This is an optimization exercise on Yosys and OpenROAD, whose aim is small area, not a production implementation.
At most, simulation tests tie the RTL to the original design; equivalence was not proved.
Only the layout flow was run in runs 3 and 4; the RTL was not checked for function there.
Power and IR drop assume default switching activity.

==> design.v <==
`default_nettype none
package cpu_pkg;
  typedef enum logic [5:0] {
    op_rtype = 6'h00,
    op_beq   = 6'h04,
    op_bne   = 6'h05,
    op_addi  = 6'h08,
    op_slti  = 6'h0A,
    op_lw    = 6'h23,
    op_sw    = 6'h2B
  } opcode_e;
  localparam logic [6:0] fn_add = 7'h20;
  localparam logic [6:0] fn_sub = 7'h22;
  localparam logic [6:0] fn_slt = 7'h2A;
endpackage
`default_nettype wire
`default_nettype none
module pipeline_cpu (
  input  logic        clk,
  input  logic        nrst,
  input  logic [31:0] inst,
  input  logic [31:0] data_in,
  output logic [31:0] inst_addr,
  output logic [31:0] data_addr,
  output logic [31:0] data_out,
  output logic        data_wr
);
  logic [3:0]  t;               
  logic        clr;             
  logic [29:0] pc;              
  logic [31:0] a_sr;            
  logic [31:0] d_sr;            
  logic        cy;              
  logic        zf;              
  logic        wen;             
  logic [4:0]  wrd;
  logic        wld;             
  logic        wlt;             
  logic [31*32-1:0] rf;         
  logic [63:0]      rnext;      
  logic [5:0] op;
  logic [6:0] funct;
  logic       is_r, is_beq, is_bne, is_addi, is_slti, is_lw, is_sw;
  logic       use_imm, inv, pass, writes, is_lt;
  logic [4:0] rs1, rs2;
  logic [15:0] imm16;
  logic [1:0] imm_d;
  assign op      = inst[5:0];
  assign funct   = inst[31:25];
  assign is_r    = op == cpu_pkg::op_rtype;
  assign is_beq  = op == cpu_pkg::op_beq;
  assign is_bne  = op == cpu_pkg::op_bne;
  assign is_addi = op == cpu_pkg::op_addi;
  assign is_slti = op == cpu_pkg::op_slti;
  assign is_lw   = op == cpu_pkg::op_lw;
  assign is_sw   = op == cpu_pkg::op_sw;
  assign use_imm = is_addi | is_slti | is_lw | is_sw;
  assign inv     = (is_r & ((funct == cpu_pkg::fn_sub) | (funct == cpu_pkg::fn_slt))) |
                   is_slti | is_beq | is_bne;
  assign pass    = (is_r & ((funct == cpu_pkg::fn_add) | (funct == cpu_pkg::fn_sub))) |
                   is_addi | is_lw | is_sw;
  assign writes  = is_r | is_addi | is_slti | is_lw;
  assign is_lt   = (is_r & (funct == cpu_pkg::fn_slt)) | is_slti;
  assign rs1     = inst[19:15];
  assign rs2     = is_sw ? inst[10:6] : inst[24:20];     
  assign imm16   = {inst[31:20], inst[14:11]};
  assign imm_d   = t[3] ? {2{inst[31]}} : imm16[{t[2:0], 1'b0} +: 2];
  logic [1:0] wd;
  assign wd = clr ? 2'b00 :
              wld ? data_in[1:0] :
                    {a_sr[1], a_sr[0] | wlt};
  assign rnext[1:0] = 2'b00;
  for (genvar r = 1; r < 32; r++) begin : g_rf
    logic       we;
    logic [1:0] din;
    assign we  = clr | (wen & (wrd == 5'(r)));
    assign din = we ? wd : rf[(r-1)*32 +: 2];
    assign rnext[2*r +: 2] = din;
    always_ff @(posedge clk) begin
      rf[(r-1)*32 +: 32] <= {din, rf[(r-1)*32 + 2 +: 30]};
    end
  end
  logic [1:0] da, db, b, bi;
  assign da = rnext[{rs1, 1'b0} +: 2];
  assign db = rnext[{rs2, 1'b0} +: 2];
  logic       cin, c1, c2, zero_all, lt_now, taken;
  logic [1:0] s;
  assign b   = use_imm ? imm_d : db;
  assign bi  = b ^ {2{inv}};
  assign cin = (t == 4'd0) ? inv : cy;
  assign {c1, s[0]} = da[0] + bi[0] + cin;
  assign {c2, s[1]} = da[1] + bi[1] + c1;
  assign zero_all = ((t == 4'd0) | zf) & (s == 2'b00);
  assign lt_now   = da[1] ^ bi[1] ^ c2;
  assign taken    = (is_beq & zero_all) | (is_bne & ~zero_all);
  always_ff @(posedge clk) begin
    cy   <= c2;
    zf   <= zero_all;
    a_sr <= {s & {2{pass}}, wld ? data_in[31:2] : a_sr[31:2]};
    d_sr <= {db, d_sr[31:2]};
  end
  logic last;
  assign last = t == 4'd15;
  always_ff @(posedge clk) begin
    if (!nrst) begin
      t       <= '0;
      clr     <= 1'b1;
      pc      <= '0;
      wen     <= 1'b0;
      wld     <= 1'b0;
      wlt     <= 1'b0;
      data_wr <= 1'b0;
    end else begin
      t       <= t + 4'd1;
      wld     <= last & is_lw;
      wlt     <= last & is_lt & lt_now;
      data_wr <= last & is_sw;
      if (last) begin
        clr <= 1'b0;
        pc  <= pc + 30'd1 + (taken ? {{16{inst[31]}}, inst[31:25], inst[14:8]} : 30'd0);
        wen <= writes;
      end
    end
  end
  always_ff @(posedge clk) begin
    if (last) begin
      wrd <= inst[10:6];
    end
  end
  assign inst_addr = {pc, 2'b00};
  assign data_addr = a_sr;
  assign data_out  = d_sr;
endmodule
`default_nettype wire
==> flow/run.sh <==
#!/bin/bash
# Standard ORFS layout with small port buffers and a clock tree without dummy loads.
set -euo pipefail
here=$(cd "$(dirname "${BASH_SOURCE[0]}")" && pwd)
source "$here/knobs.sh"
bash standard.sh > standard_flow.log 2>&1
==> flow/knobs.sh <==
export BUFFER_PORTS_ARGS="-buffer_cell sky130_fd_sc_hd__buf_1"
export CTS_ARGS="-sink_clustering_enable -repair_clock_nets -dont_use_dummy_load -buf_list sky130_fd_sc_hd__clkbuf_8 -sink_clustering_size 20"
==> standard.sh <==
#!/bin/bash
# synth_recipe.tcl (not shown) runs the flow's synth.tcl, then flattens the netlist and writes it again
# the make line also repeats each setting of config.mk as NAME=value (left out here)
make -C /OpenROAD-flow-scripts/flow DESIGN_CONFIG=/design/flow/config.mk WORK_HOME=/design/flow/orfs CLKGATE_MAP_FILE= SYNTH_SCRIPT=/design/flow/synth_recipe.tcl "${@:-finish}"
==> config.mk <==
export PLATFORM = sky130hd
export DESIGN_NAME = pipeline_cpu
export DESIGN_NICKNAME = pipeline_cpu
export VERILOG_FILES = /design/flow/design.v
export SDC_FILE = /design/flow/constraint.sdc
export NUM_CORES = 4
export LEC_CHECK = 0
export ABC_AREA = 1
export CAP_MARGIN = 20
export CORE_MARGIN = 2
export CORE_UTILIZATION = 70
export SLEW_MARGIN = 20
==> constraint.sdc <==
create_clock -name core_clock -period 10.0 [get_ports {clk}]
set_input_delay 2.0000 -clock core_clock [delete_from_list [all_inputs] [get_ports {clk}]]
set_output_delay 2.0000 -clock core_clock [all_outputs]
set_load 0.01 [all_outputs]
==> notes.md, run 1 <==
cell area after layout=about 0.031 mm^2; die area=approximately 0.041 mm^2; Worst Hold Class=reg -> reg; row cnt=between 70 and 80; top-count cell post-synth=dfxtp_1; register area share after synthesis=around 80%; Util after Layout=78.7%; CTS tree=done; Post-CTS Hold Buffers=0; number of maximum-capacitance violations=0; FF-to-FF path depth=29; DRT Wirelength=approximately 68000 um; final setup fails=0; Detail Route met3 WL=around 5300 um; Slew Limit Fails=0; initial antenna violation count=2; Primary FF master, synth=dfxtp_1; core region area=a little under 0.04 mm^2; vias in the first global route=about 18k; CTS resizes=0; cells after synthesis=2313; Final Hold Vio Count=0; final worst slack=2.31 ns; Achievable Freq=130 MHz; crit path capture=pc[22]; Tcrit/Tclk final=roughly three quarters; Setup WS pre-CTS=1.62 ns; M1 WL=between 20000 and 30000 um; post-placement cell area=around 0.029 mm^2; worst reg2reg path startpoint=wrd[4]; Power Total=around 7.4 mW; Power per Cell Area=239 mW/mm^2; fillcell total=approximately 2.0k; clock sinks=about 1.1k; Final Skew=approximately 0.11 ns; Tmin final=approximately 7.7 ns; Synth cell types=between 40 and 50; most common cell type on the critical path=nand2_1; Post-synth EDFFs=5; DP HPWL=43800 um; # placed instances=2963; reg2reg setup slack=slightly below 3 ns; I/O Buffers=160; Yosys reg bits=between 1k and 1.5k; slowest stage delay, CP=about 0.67 ns; Clock H-tree levels=4; drt first pass iters=9; pin count of the biggest net entering global routing=65; clk slew on worst S/H paths=0.06 ns; # IOs=163; status=finished clean; initial DRC count=approximately 1.7k; DRT antenna net count=0; setup tns final=0 ns; Worst EP required=around 11 ns; layout cells sized above 1=under 10%; Area Growth Syn to Fin=11.5%; CP Data Arrival Time=slightly above 8 ns; GRT overflow=0; Synth async-reset ratio=0%; Worst-Skew Late Latency=0.75 ns; Slew @ Worst Pin=between 1 and 1.5 ns; top area cells in the synthesized netlist=dfxtp_1, nand2_1, nand3_1; worst hold slack=around 0.24 ns; clk root buf=clkbuf_8; worst setup path class=in -> reg; peak supply drop=roughly 200 uV; crit start category=input port; drt via density=~5.5; r2r endpoint=pc[22]; GP Congestion=between 0.9 and 1; # Post-CTS Setup Buffers=0; leakage=about 13 nW; post-synth top area cell=dfxtp_1; die width=204 um; crit end category=flop; Post-Layout Cell Count=approximately 3.1k; met2 routed WL=between 30000 and 40000 um; CP max FO=21; Yosys Warn Count=1; crit path launch=inst[5]; CTS buffer count=about 150; Post-synth top cells=dfxtp_1, nand2_1, nand3_1, inv_1, nor2_1; drt wl/cell=21.7 um; Die Span Y=204 um; CTS max path bufs=3; first-pass GRT wire length=just over 100000 um; Syn Area/Cell=12.1 um^2; top cell type's share of synthesized area=between 70% and 80%; Via Count=between 15k and 20k; RSZ-0062 raised after global routing=false; Top Metal Used=met5; final net count=between 2k and 3k; starting density of the core=around 70%; slew margin rel.=about 28%; synthesized cell area=approximately 0.028 mm^2; gr usage total=33.3%; # DRC=0; slowest stage cell, crit path=nand2_1
==> registers in the layout, indices dropped and copies added, names as in the netlist <==
name / flops
wen: 1
a_sr: 32
clr: 1
d_sr: 32
data_wr: 1
wld: 1
pc: 30
cy: 1
t: 4
wlt: 1
rf: 992
zf: 1
wrd: 5
==> cell families (layout without fill, tap and decap cells) <==
logic type	after synthesis	after routing	synth area share [%]
buf+inv	202	477	3.02
xor+xnor	14	14	0.439
fa+ha+maj	35	35	1.68
flops	1102	1102	79.2
simple gates	763	763	11.5
other cells	1	4	0.0134
compound gates	196	196	4.11
==> where the power goes <==
part           switching, mW  internal, mW  total (mW)
registers             0.0168          4.42        4.44
clock network           1.43          1.33        2.77
logic                  0.151        0.0693       0.220
total                   1.60          5.82        7.42
==> worst min-delay path by stage <==
stage	start	to	slack [ns]	cells past startpoint
final	rf[885]	rf[883]	0.24	0
after floorplan	rf[2]	rf[0]	0.31	0
after detailed placement	rf[181]	rf[179]	0.31	0
after global routing	rf[885]	rf[883]	0.25	0
after CTS	rf[885]	rf[883]	0.24	0
after global placement	rf[582]	rf[580]	0.31	0
==> cell usage in the layout (no fill, tap or decap), types with 4 or more instances in the layout <==
cell / count
nor3_1: 7
ha_1: 31
nor4_1: 4
o211ai_1: 18
o21bai_1: 5
nor2_1: 103
o221ai_1: 5
nor2_2: 6
a21oi_1: 63
xnor2_1: 5
nand3_2: 7
edfxtp_1: 5
nand2_2: 4
dfxtp_1: 1097
fa_1: 4
a31oi_1: 4
buf_4: 15
inv_1: 145
nand3_1: 185
nand2_1: 437
xor2_1: 9
clkbuf_8: 151
buf_1: 160
o21ai_0: 80
==> critical path, delay by kind of cell <==
| family | cells | cell delay [ns] |
|---|---|---|
| AOI/OAI and AO/OA | 5 | 1.29 |
| and+or+nand+nor | 19 | 2.75 |
| buffers and inverters | 7 | 0.99 |
| adders and majority gates | 3 | 1.21 |
==> area by class of cell <==
type | count | area (um^2) | area share, %
Clock buffer | 151 | 2080 | 6.68
Antenna cell | 2 | 5.00 | 0.0161
Multi-Input combinational cell | 1010 | 4980 | 16.0
Sequential cell | 1102 | 22100 | 71.1
Timing Repair Buffer | 175 | 713 | 2.29
Tap cell | 525 | 657 | 2.11
Inverter | 151 | 571 | 1.83
==> layer usage <==
| metal | vias to the layer above | GRT usage, % |
|---|---|---|
| met5 | - | 0 |
| met3 | 301 | 8.87 |
| met4 | 2 | 19.2 |
| met2 | 906 | 56.1 |
| met1 | 8045 | 38.5 |
| li1 | 7826 | - |
==> inputs of run 2 (changes only) <==
==> run.sh (new file) <==
#!/bin/bash
# synth_recipe.tcl (not shown) runs the flow's synth.tcl, then flattens the netlist and writes it again
# the make line also repeats each setting of config.mk as NAME=value (left out here)
make -C /OpenROAD-flow-scripts/flow DESIGN_CONFIG=/design/flow/config.mk WORK_HOME=/design/flow/orfs CLKGATE_MAP_FILE= SYNTH_SCRIPT=/design/flow/synth_recipe.tcl finish
--- a/config.mk
+++ b/config.mk
@@ -7,6 +7,5 @@
 export LEC_CHECK = 0
-export ABC_AREA = 1
 export CAP_MARGIN = 20
 export CORE_MARGIN = 2
-export CORE_UTILIZATION = 70
+export CORE_UTILIZATION = 40
 export SLEW_MARGIN = 20
removed: flow/run.sh
removed: flow/knobs.sh
removed: standard.sh
==> notes.md, run 2 <==
Worst-Skew Late Latency=0.64 ns (was 0.75 ns); final net count=2293 (was 2692); GP Congestion=0.898 (was 0.943); starting density of the core=40.6% (was 70.6%); Final Hold Vio Count=0 (unchanged); Synth async-reset ratio=0% (unchanged); CP max FO=16 (was 21); Yosys reg bits=1102 (unchanged); CTS tree=done (unchanged); Worst EP required=10.52 ns (was 10.58 ns); CTS resizes=0 (unchanged); Largest regs=rf: 992 flops, a_sr: 32 flops, d_sr: 32 flops (unchanged); Largest register FFs=992 (unchanged); Achievable Freq=111 MHz (was 130 MHz); peak supply drop=152 uV (was 202 uV); Yosys Warn Count=1 (unchanged); synthesized cell area=0.0280 mm^2 (was 0.0279 mm^2); Int Pwr=6.75 mW (was 5.82 mW); leakage=13.8 nW (was 13.4 nW); final worst slack=0.952 ns (was 2.31 ns); gr usage total=16.0% (was 33.3%); Synth cell types=78 (was 48); Slew @ Worst Pin=0.895 ns (was 1.08 ns); clock sinks=1102 (unchanged); clk slew on worst S/H paths=0.06 ns (about the same); reg2reg setup slack=1.83 ns (was 2.91 ns); Slew Limit Fails=0 (unchanged); Post-CTS Hold Buffers=0 (unchanged); I/O Buffers=160 (unchanged); die area=0.0721 mm^2 (was 0.0415 mm^2); Die Span Y=269 um (was 204 um); drt wl/cell=17.9 um (was 21.7 um); crit start category=input port (unchanged); Tcrit/Tclk final=90.5% (was 76.9%); slew margin rel.=40.1% (was 28.1%); die width=269 um (was 204 um); part of the power in registers=52.7% (was 59.8%); post-synth top area cell=dfxtp_1 (unchanged); # DRC=0 (unchanged); first-pass GRT wire length=86100 um (was 103000 um); setup tns final=0 ns (unchanged); top cell type's share of synthesized area=78.5% (was 78.7%); clk root buf=clkbuf_16 (was clkbuf_8); commonest non-fill, non-tap cell in the layout=dfxtp_1 (unchanged); Setup WS pre-CTS=0.286 ns (was 1.62 ns); Post-synth EDFFs=5 (unchanged); Power Total=8.40 mW (was 7.42 mW); Primary FF master, synth=dfxtp_1 (unchanged); Antenna Cells=0 (was 2); fillcell total=5947 (was 2042); layout cells sized above 1=12.3% (was 7.61%); drt first pass iters=5 (was 9); DRT Wirelength=57400 um (was 67600 um); crit end category=flop (unchanged); area of the multi-input gates=0.00544 mm^2 (was 0.00498 mm^2); drt via density=4.50 (was 5.48); row cnt=96 (was 73); DRT antenna net count=0 (unchanged); commonest non-fill, non-tap cells in the layout=dfxtp_1, clkdlybuf4s50_1, clkbuf_16 (was dfxtp_1, nand2_1, nand3_1); # Post-CTS Setup Buffers=0 (unchanged); Area Growth Syn to Fin=22.0% (was 11.5%); Psw=1.65 mW (was 1.60 mW); switch share=19.7% (was 21.6%); Final Skew=0.0261 ns (was 0.106 ns); worst hold slack=0.305 ns (was 0.237 ns); CTS buffer count=97 (was 151); Util after Layout=49.5% (was 78.7%); Syn Area/Cell=14.3 um^2 (was 12.1 um^2); GRT overflow=0 (unchanged); # IOs=163 (unchanged); Top reg by flops=rf (unchanged); initial antenna violation count=4 (was 2); CTS max path bufs=3 (unchanged); Via Count=14.4k (was 17.1k); Sequential Area=0.0221 mm^2 (about the same); Tmin final=9.05 ns (was 7.69 ns); clock share of power=45.2% (was 37.3%); number of maximum-capacitance violations=0 (unchanged); worst setup path class=in -> reg (unchanged); top area cells in the synthesized netlist=dfxtp_1, mux2_2, mux4_2 (was dfxtp_1, nand2_1, nand3_1); vias in the first global route=14.4k (was 18.3k); Worst Hold Class=reg -> reg (unchanged); Clock H-tree levels=3 (was 4); final setup fails=0 (unchanged); pin count of the biggest net entering global routing=47 (was 65); CP Data Arrival Time=9.57 ns (was 8.27 ns); RSZ-0062 raised after global routing=false (unchanged); Power per Cell Area=246 mW/mm^2 (was 239 mW/mm^2); Post-synth top cells=dfxtp_1, nand2_1, a21oi_1, o21ai_0, inv_1 (was dfxtp_1, nand2_1, nand3_1, inv_1, nor2_1); initial DRC count=744 (was 1660); core region area=0.0689 mm^2 (was 0.0395 mm^2); Comb pwr share=2.0% (was 3.0%); register area share after synthesis=79.0% (was 79.2%); DP HPWL=40400 um (was 43800 um); cells after synthesis=1956 (was 2313); status=finished clean (unchanged); top-count cell post-synth=dfxtp_1 (unchanged)
-- run 2: changes by cell type after synthesis, sizes merged, moves of 32 or more --
cell / previous run / this run
nand3: 193 / 20
nor2: 112 / 46
nor2b: 0 / 32
mux2: 0 / 39
inv: 149 / 48
nand2: 441 / 90
nand2b: 0 / 45
and2: 0 / 35
-- run 2: cells by family (layout without fill, tap and decap cells) --
| family | Yosys count | in the layout | share of synthesized area [%] |
|---|---|---|---|
| adder cells (fa/ha/maj) | 35 | 35 | 1.67 |
| XOR/XNOR | 27 | 27 | 0.845 |
| other | 1 | 2 | 0.0134 |
| flip-flops | 1102 | 1102 | 79.0 |
| multiplexers | 84 | 84 | 4.09 |
| buffers and inverters | 106 | 419 | 1.59 |
| AO/OA/AOI/OAI | 266 | 266 | 6.15 |
| AND/OR/NAND/NOR | 335 | 335 | 6.65 |
-- run 2: through the flow --
stage               cell area [um^2]  cells
finish                         34200   3201
global route                   34200   3201
CTS                            34200   3201
detailed placement             30800   3024
global placement               30800   3024
floorplan                      28000   1957
-- run 2: critical path, cell delays in order --
cell and delay [ns]:
clkdlybuf4s50_1 0.61, and4b_1 0.38, a21boi_0 0.24, nor2_2 0.57, a311oi_1 0.13, o311ai_0 0.53
a32o_1 0.28, o21ai_2 0.07, xor2_1 0.17, fa_1 0.37, inv_1 0.12, fa_1 0.45
nor3b_1 0.34, xnor2_1 0.11, nor2_1 0.26, buf_4 0.23, and2_1 0.21, buf_4 0.24
ha_1 0.31, a21oi_1 0.28, nand2_1 0.09, a211o_1 0.27, o21a_1 0.21, a41oi_1 0.32
a21oi_1 0.17, a2111oi_0 0.47, o41ai_1 0.11
-- run 2: routing by layer --
layer | vias to the layer above | GRT usage (%) | part of all wire, %
met3 | 97 | 3.74 | 4.6
met2 | 306 | 24.7 | 45
li1 | 7042 | - | -
met1 | 6958 | 22.3 | 48
met4 | 4 | 5.11 | 2.5
met5 | - | 0 | 0.047
-- run 2: cell type report --
| type | count | area share [%] |
|---|---|---|
| Sequential cell | 1102 | 64.7 |
| Multi-Input combinational cell | 749 | 15.9 |
| Clock buffer | 129 | 8.08 |
| Timing Repair Buffer | 194 | 5.51 |
| Tap cell | 931 | 3.41 |
| Clock inverter | 48 | 1.82 |
| Inverter | 48 | 0.527 |
-- run 2: final timing paths --
kind / end / from / cells after the start
worst min-delay path: rf[692] / rf[694] / 0
worst min register to register: rf[692] / rf[694] / 0
worst max-delay path: pc[26] / inst[0] / 27
worst max register to register: pc[26] / wen / 25
-- run 2: power by group through the flow --
stage	Clock [mW]	Sequential, mW	Combinational [mW]
floorplan	0	4.53	0.0595
global placement	0	4.53	0.174
detailed placement	0	4.53	0.173
CTS	3.91	4.43	0.173
global route	4.09	4.43	0.182
finish	3.80	4.43	0.171
==> inputs of run 3 (changes only) <==
--- a/design.v
+++ b/design.v
@@ -71,2 +71,10 @@
                     {a_sr[1], a_sr[0] | wlt};
+  logic [3:0] we_hi;
+  logic [7:0] we_lo;
+  for (genvar i = 0; i < 4; i++) begin : g_hi
+    assign we_hi[i] = clr | (wen & (wrd[4:3] == 2'(i)));
+  end
+  for (genvar i = 0; i < 8; i++) begin : g_lo
+    assign we_lo[i] = clr | (wrd[2:0] == 3'(i));
+  end
   assign rnext[1:0] = 2'b00;
@@ -75,3 +83,3 @@
     logic [1:0] din;
-    assign we  = clr | (wen & (wrd == 5'(r)));
+    assign we  = we_hi[r / 8] & we_lo[r % 8];
     assign din = we ? wd : rf[(r-1)*32 +: 2];
@@ -101,4 +109,8 @@
   end
-  logic last;
-  assign last = t == 4'd15;
+  logic        last;
+  logic [29:0] pc_off;        
+  logic [30:0] pc_sum;        
+  assign last   = t == 4'd15;
+  assign pc_off = {{16{taken & last & inst[31]}}, {inst[31:25], inst[14:8]} & {14{taken & last}}};
+  assign pc_sum = {pc, last} + {pc_off, last};
   always_ff @(posedge clk) begin
@@ -114,2 +126,3 @@
       t       <= t + 4'd1;
+      pc      <= pc_sum[30:1];
       wld     <= last & is_lw;
@@ -119,3 +132,2 @@
         clr <= 1'b0;
-        pc  <= pc + 30'd1 + (taken ? {{16{inst[31]}}, inst[31:25], inst[14:8]} : 30'd0);
         wen <= writes;
==> flow/run.sh (new file) <==
#!/bin/bash
# The standard layout with three changes: the synthesis maps logic with an
# area-oriented ABC script (flow/area.abc; registers are mapped before ABC and
# are untouched), ports get the smallest buffer, and the clock tree uses small
# buffers in large clusters without dummy loads (flow/knobs.sh).
set -euo pipefail
here=$(cd "$(dirname "${BASH_SOURCE[0]}")" && pwd)
work=$(pwd)
source "$here/knobs.sh"
cat > "$work/area_synth.tcl" <<EOT
proc abc {args} {
  set i [lsearch -exact \$args -script]
  if {\$i >= 0} {
    set args [lreplace \$args \$i [expr {\$i + 1}] -script $here/area.abc]
  }
  yosys abc {*}\$args
}
source $work/synth_recipe.tcl
EOT
bash standard.sh "SYNTH_SCRIPT=$work/area_synth.tcl" finish > standard_flow.log 2>&1
==> flow/area.abc (new file) <==
strash
dc2
strash
dc2
&get -n
&dch -f
&nf
&put
==> flow/knobs.sh (new file) <==
export BUFFER_PORTS_ARGS="-buffer_cell sky130_fd_sc_hd__buf_1"
export CTS_ARGS="-sink_clustering_enable -repair_clock_nets -dont_use_dummy_load -buf_list sky130_fd_sc_hd__clkbuf_4 -sink_clustering_size 10 -sink_clustering_max_diameter 50 -sink_buffer_max_cap_derate 1.0"
==> standard.sh (new file) <==
#!/bin/bash
# synth_recipe.tcl (not shown) runs the flow's synth.tcl, then flattens the netlist and writes it again
# the make line also repeats each setting of config.mk as NAME=value (left out here)
make -C /OpenROAD-flow-scripts/flow DESIGN_CONFIG=/design/flow/config.mk WORK_HOME=/design/flow/orfs CLKGATE_MAP_FILE= SYNTH_SCRIPT=/design/flow/synth_recipe.tcl "${@:-finish}"
--- a/config.mk
+++ b/config.mk
@@ -9,3 +9,3 @@
 export CORE_MARGIN = 2
-export CORE_UTILIZATION = 40
+export CORE_UTILIZATION = 70
 export SLEW_MARGIN = 20
removed: run.sh
==> notes.md, run 3 <==
status=complete, but fails checks (was finished clean); SO Viols=setup timing; Power per Cell Area=211 mW/mm^2 (was 246 mW/mm^2); Post-CTS Hold Buffers=0 (unchanged); Area Growth Syn to Fin=15.0% (was 22.0%); Top reg by flops=rf (unchanged); CTS tree=done (unchanged); drt wl/cell=19.8 um (was 17.9 um); drt first pass iters=5 (unchanged); area of the multi-input gates=0.00412 mm^2 (was 0.00544 mm^2); vias in the first global route=14.7k (was 14.4k); starting density of the core=71.2% (was 40.6%); gr usage total=27.6% (was 16.0%); register area share after synthesis=84.7% (was 79.0%); Slew Limit Fails=0 (unchanged); Util after Layout=81.8% (was 49.5%); Tmin final=10.01 ns (was 9.05 ns); Detail Route met3 WL=3500 um (was 2620 um); Die Span Y=197 um (was 269 um); number of maximum-capacitance violations=0 (unchanged); core region area=0.0367 mm^2 (was 0.0689 mm^2); final net count=2331 (was 2293); CP max FO=18 (was 16); clock sinks=1102 (unchanged); RSZ-0062 raised after global routing=true (was false); DRT Wirelength=53400 um (was 57400 um); Synth cell types=46 (was 78); GP Congestion=0.896 (was 0.898); Final Hold Vio Count=0 (unchanged); die width=197 um (was 269 um); synthesized cell area=0.0261 mm^2 (was 0.0280 mm^2); I/O Buffers=160 (unchanged); crit path capture=pc[28] (was pc[26]); # DRC=0 (unchanged); Slew @ Worst Pin=0.693 ns (was 0.895 ns); Largest regs=rf: 992 flops, a_sr: 32 flops, d_sr: 32 flops (unchanged); Post-synth top cells=dfxtp_1, o21ai_0, nand2_1, a21oi_1 (was dfxtp_1, nand2_1, a21oi_1, o21ai_0, inv_1); reg2reg setup slack=0.23 ns (was 1.83 ns); Setup WS pre-CTS=-1.35 ns (was 0.286 ns); layout cells sized above 1=17.0% (was 12.3%); first-pass GRT wire length=79700 um (was 86100 um); initial antenna violation count=3 (was 4); slew margin rel.=53.4% (was 40.1%); Final Skew=0.133 ns (was 0.0261 ns); CTS buffer count=121 (was 97); worst reg2reg path startpoint=wrd[2] (was wen); cells after synthesis=1760 (was 1956); Primary FF master, synth=dfxtp_1 (unchanged); DP HPWL=37400 um (was 40400 um); clk root buf=clkbuf_4 (was clkbuf_16); Yosys reg bits=1102 (unchanged); Clock H-tree levels=3 (unchanged); post-synth top area cell=dfxtp_1 (unchanged); initial DRC count=891 (was 744); Sequential Area=0.0221 mm^2 (unchanged); Synth async-reset ratio=0% (unchanged); Top Metal Used=met4 (was met5); row cnt=70 (was 96); M1 WL=21700 um (was 27700 um); CTS max path bufs=3 (unchanged); r2r endpoint=pc[28] (was pc[26]); Post-synth EDFFs=5 (unchanged); Worst Hold Class=reg -> reg (unchanged); FF-to-FF path depth=50 (was 25); die area=0.0389 mm^2 (was 0.0721 mm^2); clk slew on worst S/H paths=0.10 ns (was 0.06 ns); DRT antenna net count=0 (unchanged); peak supply drop=160 uV (was 152 uV); Yosys Warn Count=1 (unchanged); top area cells in the synthesized netlist=dfxtp_1, o21ai_0, nand2_1 (was dfxtp_1, mux2_2, mux4_2); commonest non-fill, non-tap cells in the layout=dfxtp_1, buf_4, buf_1 (was dfxtp_1, clkdlybuf4s50_1, clkbuf_16); top cell type's share of synthesized area=84.1% (was 78.5%); slowest stage cell, crit path=mux4_2 (was clkdlybuf4s50_1); most common cell type on the critical path=a21o_1; worst setup path class=in -> reg (unchanged); fillcell total=1809 (was 5947); final setup fails=1 (was 0); setup tns final=-0.0146 ns (was 0 ns); final worst slack=-0.0146 ns (was 0.952 ns); slowest stage delay, CP=0.48 ns (was 0.61 ns); Achievable Freq=99.9 MHz (was 111 MHz); pin count of the biggest net entering global routing=32 (was 47); leakage=12.7 nW (was 13.8 nW); GRT overflow=0 (unchanged); crit end category=flop (unchanged); met2 routed WL=25600 um (about the same); worst hold slack=0.227 ns (was 0.305 ns); CP Data Arrival Time=10.75 ns (was 9.57 ns); Tcrit/Tclk final=100% (was 90.5%); Largest register FFs=992 (unchanged); Via Count=14.4k (about the same); # IOs=163 (unchanged); commonest non-fill, non-tap cell in the layout=dfxtp_1 (unchanged); Worst-Skew Late Latency=0.88 ns (was 0.64 ns); top-count cell post-synth=dfxtp_1 (unchanged); crit start category=input port (unchanged); drt via density=5.32 (was 4.50); Syn Area/Cell=14.8 um^2 (was 14.3 um^2); crit path launch=data_in[0] (was inst[0]); Worst EP required=10.74 ns (was 10.52 ns)
run 3: changes by cell type after synthesis, moves of 35 or more:
cell,delta
clkinv_1,+58
and2_1,-35
inv_1,-47
mux2_2,-38
o21ai_0,+58
nand2b_1,-42
mux2_1,+36
run 3: worst min-delay path by stage:
| stage | slack [ns] | to | cells after the start | start |
|---|---|---|---|---|
| floorplan | 0.31 | rf[0] | 0 | rf[2] |
| global route | 0.23 | rf[727] | 0 | rf[729] |
| finish | 0.23 | rf[332] | 0 | rf[334] |
| global placement | 0.31 | rf[317] | 0 | rf[319] |
| detailed placement | 0.31 | rf[289] | 0 | rf[291] |
| CTS | 0.22 | rf[332] | 0 | rf[334] |
run 3: stage by stage:
stage                     instances  power, mW  cell area [um^2]
after detailed placement       2560       4.67             28800
after CTS                      2682       6.38             29700
after global placement         2560       4.66             28800
after floorplan                1761       4.58             26300
after global routing           2700       6.58             30000
final                          2701       6.34             30000
run 3: cells by family after synthesis:
family	share of synthesized area, %
AO/OA/AOI/OAI	6.62
XOR/XNOR	0.134
adder cells (fa/ha/maj)	1.79
buffers and inverters	0.891
flip-flops	84.7
multiplexers	2.34
other	0.0144
AND/OR/NAND/NOR	3.54
run 3: where the power goes:
group          internal, mW  leakage, nW  switching, mW  total (mW)
Combinational        0.0679         3.30         0.0871       0.155
Sequential             4.41         8.89         0.0139        4.42
Clock                 0.555        0.557           1.21        1.76
run 3: metal layers:
| metal | track usage, % | up-vias |
|---|---|---|
| li1 | - | 6733 |
| met1 | 34.0 | 6811 |
| met2 | 45.5 | 635 |
| met3 | 7.15 | 191 |
| met4 | 14.2 | 0 |
| met5 | 0 | - |
run 3: cell type report:
type | count | share of cell area [%]
multi-input combinational | 601 | 13.7
sequential | 1102 | 73.6
tap | 468 | 1.95
timing repair buffer | 346 | 6.92
inverter | 58 | 0.733
antenna | 5 | 0.0417
clock buffer | 121 | 3.02
run 3: repair_timing:
| action | in CTS | in global routing |
|---|---|---|
| setup buffers | 0 | 13 |
| resized for setup | 8 | 56 |
| hold endpoints to repair | 0 | 0 |
| pin swaps | 3 | 43 |
| cloned | 1 | 1 |
| setup endpoints to repair | 3 | 6 |
run 3: worst max-delay path, delay by kind of cell:
kind	cells	cell delay [ns]
multiplexers	1	0.48
XOR/XNOR	2	0.18
AND/OR/NAND/NOR	5	0.87
AO/OA/AOI/OAI	36	5.54
buffers and inverters	4	0.59
adder cells (fa/ha/maj)	3	1.08
==> inputs of run 4 (changes only) <==
==> flow/knobs.sh (replaced) <==
export BUFFER_PORTS_ARGS="-buffer_cell sky130_fd_sc_hd__buf_1"
export CTS_ARGS="-sink_clustering_enable -repair_clock_nets -dont_use_dummy_load -buf_list sky130_fd_sc_hd__clkbuf_8 -sink_clustering_size 18 -sink_clustering_max_diameter 60 -sink_buffer_max_cap_derate 1.0"
==> notes.md, run 4 <==
status=complete, but fails checks (unchanged); SO Viols=setup timing (unchanged); first-pass GRT wire length=82800 um (was 79700 um); leakage=12.7 nW (about the same); slowest stage cell, crit path=fa_1 (was mux4_2); post-synth top area cell=dfxtp_1 (unchanged); post-placement cell area=0.0288 mm^2 (unchanged); clk root buf=clkbuf_8 (was clkbuf_4); clk slew on worst S/H paths=0.10 ns (about the same); Post-synth EDFFs=5 (unchanged); die width=197 um (unchanged); slew margin rel.=50.0% (was 53.4%); Yosys Warn Count=1 (unchanged); Slew @ Worst Pin=0.743 ns (was 0.693 ns); commonest non-fill, non-tap cells in the layout=dfxtp_1, buf_4, buf_1 (unchanged); Power Total=6.46 mW (was 6.34 mW); number of maximum-capacitance violations=0 (unchanged); crit end category=flop (unchanged); row cnt=70 (unchanged); worst reg2reg path startpoint=clr (was wrd[2]); Tcrit/Tclk final=102% (was 100%); crit path launch=data_in[0] (unchanged); Area Growth Syn to Fin=15.7% (was 15.0%); final setup fails=2 (was 1); drt via density=5.34 (was 5.32); top cell type's share of synthesized area=84.1% (unchanged); Achievable Freq=98.5 MHz (was 99.9 MHz); worst hold slack=0.264 ns (was 0.227 ns); Synth async-reset ratio=0% (unchanged); Synth cell types=46 (unchanged); vias in the first global route=14.7k (about the same); top-count cell post-synth=dfxtp_1 (unchanged); CTS tree=done (unchanged); GP Congestion=0.896 (unchanged); peak supply drop=204 uV (was 160 uV); Via Count=14.2k (was 14.4k); Worst-Skew Late Latency=0.69 ns (was 0.88 ns); Crit path buffers/inverters=6 (was 4); Power per Cell Area=214 mW/mm^2 (was 211 mW/mm^2); cell area after layout=0.0302 mm^2 (was 0.0300 mm^2); fillcell total=1733 (was 1809); DP HPWL=37400 um (unchanged); Util after Layout=82.3% (was 81.8%); worst setup path class=in -> reg (unchanged); starting density of the core=71.2% (unchanged); CP Data Arrival Time=10.70 ns (was 10.75 ns); crit start category=input port (unchanged); Top reg by flops=rf (unchanged); Syn Area/Cell=14.8 um^2 (unchanged); core region area=0.0367 mm^2 (unchanged); cells after synthesis=1760 (unchanged); drt first pass iters=6 (was 5); Final Hold Vio Count=0 (unchanged); Tmin final=10.15 ns (was 10.01 ns); register area share after synthesis=84.7% (unchanged); Final Skew=0.0988 ns (was 0.133 ns); slowest stage delay, CP=0.43 ns (was 0.48 ns); initial antenna violation count=0 (was 3); commonest non-fill, non-tap cell in the layout=dfxtp_1 (unchanged); CTS buffer count=72 (was 121); Worst EP required=10.54 ns (was 10.74 ns); CP max FO=11 (was 18); hold path startpoint=rf[334] (unchanged); synthesized cell area=0.0261 mm^2 (unchanged); Worst Hold Class=reg -> reg (unchanged); DRT Wirelength=55800 um (was 53400 um); most common cell type on the critical path=a21o_1 (unchanged); Slew Limit Fails=0 (unchanged); I/O Buffers=160 (unchanged); DRT antenna net count=0 (unchanged); final worst slack=-0.154 ns (was -0.0146 ns); clock sinks=1102 (unchanged); pin count of the biggest net entering global routing=32 (unchanged); Primary FF master, synth=dfxtp_1 (unchanged); # IOs=163 (unchanged); die area=0.0389 mm^2 (unchanged); Largest regs=rf: 992 flops, a_sr: 32 flops, d_sr: 32 flops (unchanged); # DRC=0 (unchanged); final net count=2290 (was 2331); Largest register FFs=992 (unchanged); GRT overflow=0 (unchanged); # placed instances=2560 (unchanged); initial DRC count=1035 (was 891); drt wl/cell=21.0 um (was 19.8 um); cell family with most CP delay=compound AO/OA/AOI/OAI gates (unchanged); Post-CTS Hold Buffers=0 (unchanged); reg2reg setup slack=0.17 ns (was 0.23 ns); gr usage total=28.8% (was 27.6%); Die Span Y=197 um (unchanged); CTS max path bufs=3 (unchanged); Post-synth top cells=dfxtp_1, o21ai_0, nand2_1, a21oi_1 (unchanged); Post-Layout Cell Count=2657 (was 2701); RSZ-0062 raised after global routing=true (unchanged); Yosys reg bits=1102 (unchanged); Clock H-tree levels=3 (unchanged); layout cells sized above 1=15.6% (was 17.0%); top area cells in the synthesized netlist=dfxtp_1, o21ai_0, nand2_1 (unchanged)
[run 4: cell counts after synthesis]
Identical to the previous run, type by type.
[run 4: kinds of logic (layout without fill, tap and decap cells)]
| kind of cell | after synthesis | after routing | synth area share (%) |
|---|---|---|---|
| flops | 1102 | 1102 | 84.7 |
| compound gates | 291 | 291 | 6.62 |
| simple gates | 218 | 218 | 3.54 |
| buf+inv | 60 | 484 | 0.891 |
| mux | 49 | 51 | 2.34 |
| fa+ha+maj | 35 | 35 | 1.79 |
| xor+xnor | 4 | 4 | 0.134 |
| other cells | 1 | 4 | 0.0144 |
[run 4: through the flow]
stage / worst slack (ns) / setup TNS [ns]
5_1_grt: -0.551 / -1.64
4_1_cts: -0.0850 / -0.0850
3_3_place_gp: -0.804 / -3.36
6_report: -0.154 / -0.216
3_5_place_dp: -1.35 / -6.67
2_1_floorplan: -0.370 / -0.543
[run 4: layout make-up]
class | instances | area, um^2 | area share [%]
Timing Repair Buffer | 354 | 2140 | 7.08
Multi-Input combinational cell | 601 | 4150 | 13.7
Antenna cell | 2 | 5.00 | 0.0166
Inverter | 58 | 224 | 0.741
Clock buffer | 72 | 991 | 3.28
Sequential cell | 1102 | 22100 | 73.2
Tap cell | 468 | 586 | 1.94
[run 4: worst reg2reg max path, delay by kind of cell (launching register included)]
kind,cells,cell delay [ns]
compound gates,34,5.17
xor+xnor,2,0.19
fa+ha+maj,3,1.01
buf+inv,3,0.63
flops,1,0.50
mux,1,0.49
simple gates,8,1.76
[run 4: worst paths after layout]
| path | end | cells after the start |
|---|---|---|
| max | pc[28] | 53 |
| min | rf[332] | 0 |
| max reg2reg | pc[28] | 51 |
| min reg2reg | rf[332] | 0 |
[run 4: report_power, final]
| part | switching (mW) | internal [mW] | total [mW] |
|---|---|---|---|
| clock | 1.22 | 0.652 | 1.87 |
| combinational | 0.0902 | 0.0725 | 0.163 |
| sequential | 0.0148 | 4.41 | 4.43 |
| total | 1.32 | 5.14 | 6.46 |
[run 4: what timing repair did]
action	4_1_cts	5_1_grt
resized for setup	24	47
gates cloned	2	0
endpoints found under the setup margin	5	7
pin swaps	12	45
setup buffers	15	7
[run 4: metal layers]
layer | GRT usage (%) | vias to the layer above | share of wire (%)
li1 | - | 6604 | -
met5 | 0 | - | 0
met2 | 47.8 | 625 | 48
met4 | 14.6 | 0 | 4.9
met1 | 35.5 | 6757 | 41
met3 | 6.83 | 212 | 6.6

[port drivers added, routing unchanged]
Ports are ideal in the flow. The routed layouts listed here were re-timed in OpenROAD. Step 1 (the two cells are an assumption about what drives the block):
set clk [get_ports {clk}]
set_driving_cell -lib_cell sky130_fd_sc_hd__clkbuf_16 $clk
set_driving_cell -lib_cell sky130_fd_sc_hd__buf_2 [delete_from_list [all_inputs] $clk]
Step 2 also shifts input and output timing later by t, the mid clock arrival at the registers, as if the neighbouring blocks saw the same clock. a / b / c = no drivers / after step 1 / after step 2; a / b = the first two.
| run | t (ns) | slack for setup (ns) | slew at the worst register clock pin (ns) | cell pins on the clock port's net |
|---|---|---|---|---|
| run 1 | 0.756 | 2.311 / 2.343 / 1.588 | 0.07 / 0.07 | 1 |
| run 2 | 0.689 | 0.952 / 0.979 / 0.290 | 0.07 / 0.07 | 1 |
| run 3 | 0.871 | -0.015 / -0.015 / -0.885 | 0.12 / 0.12 | 1 |
| run 4 | 0.692 | -0.154 / -0.129 / -0.821 | 0.11 / 0.11 | 1 |
For run 3, which loses most, drivers alone change the setup slack by 0.000 ns; drivers and shift together by -0.870 ns.
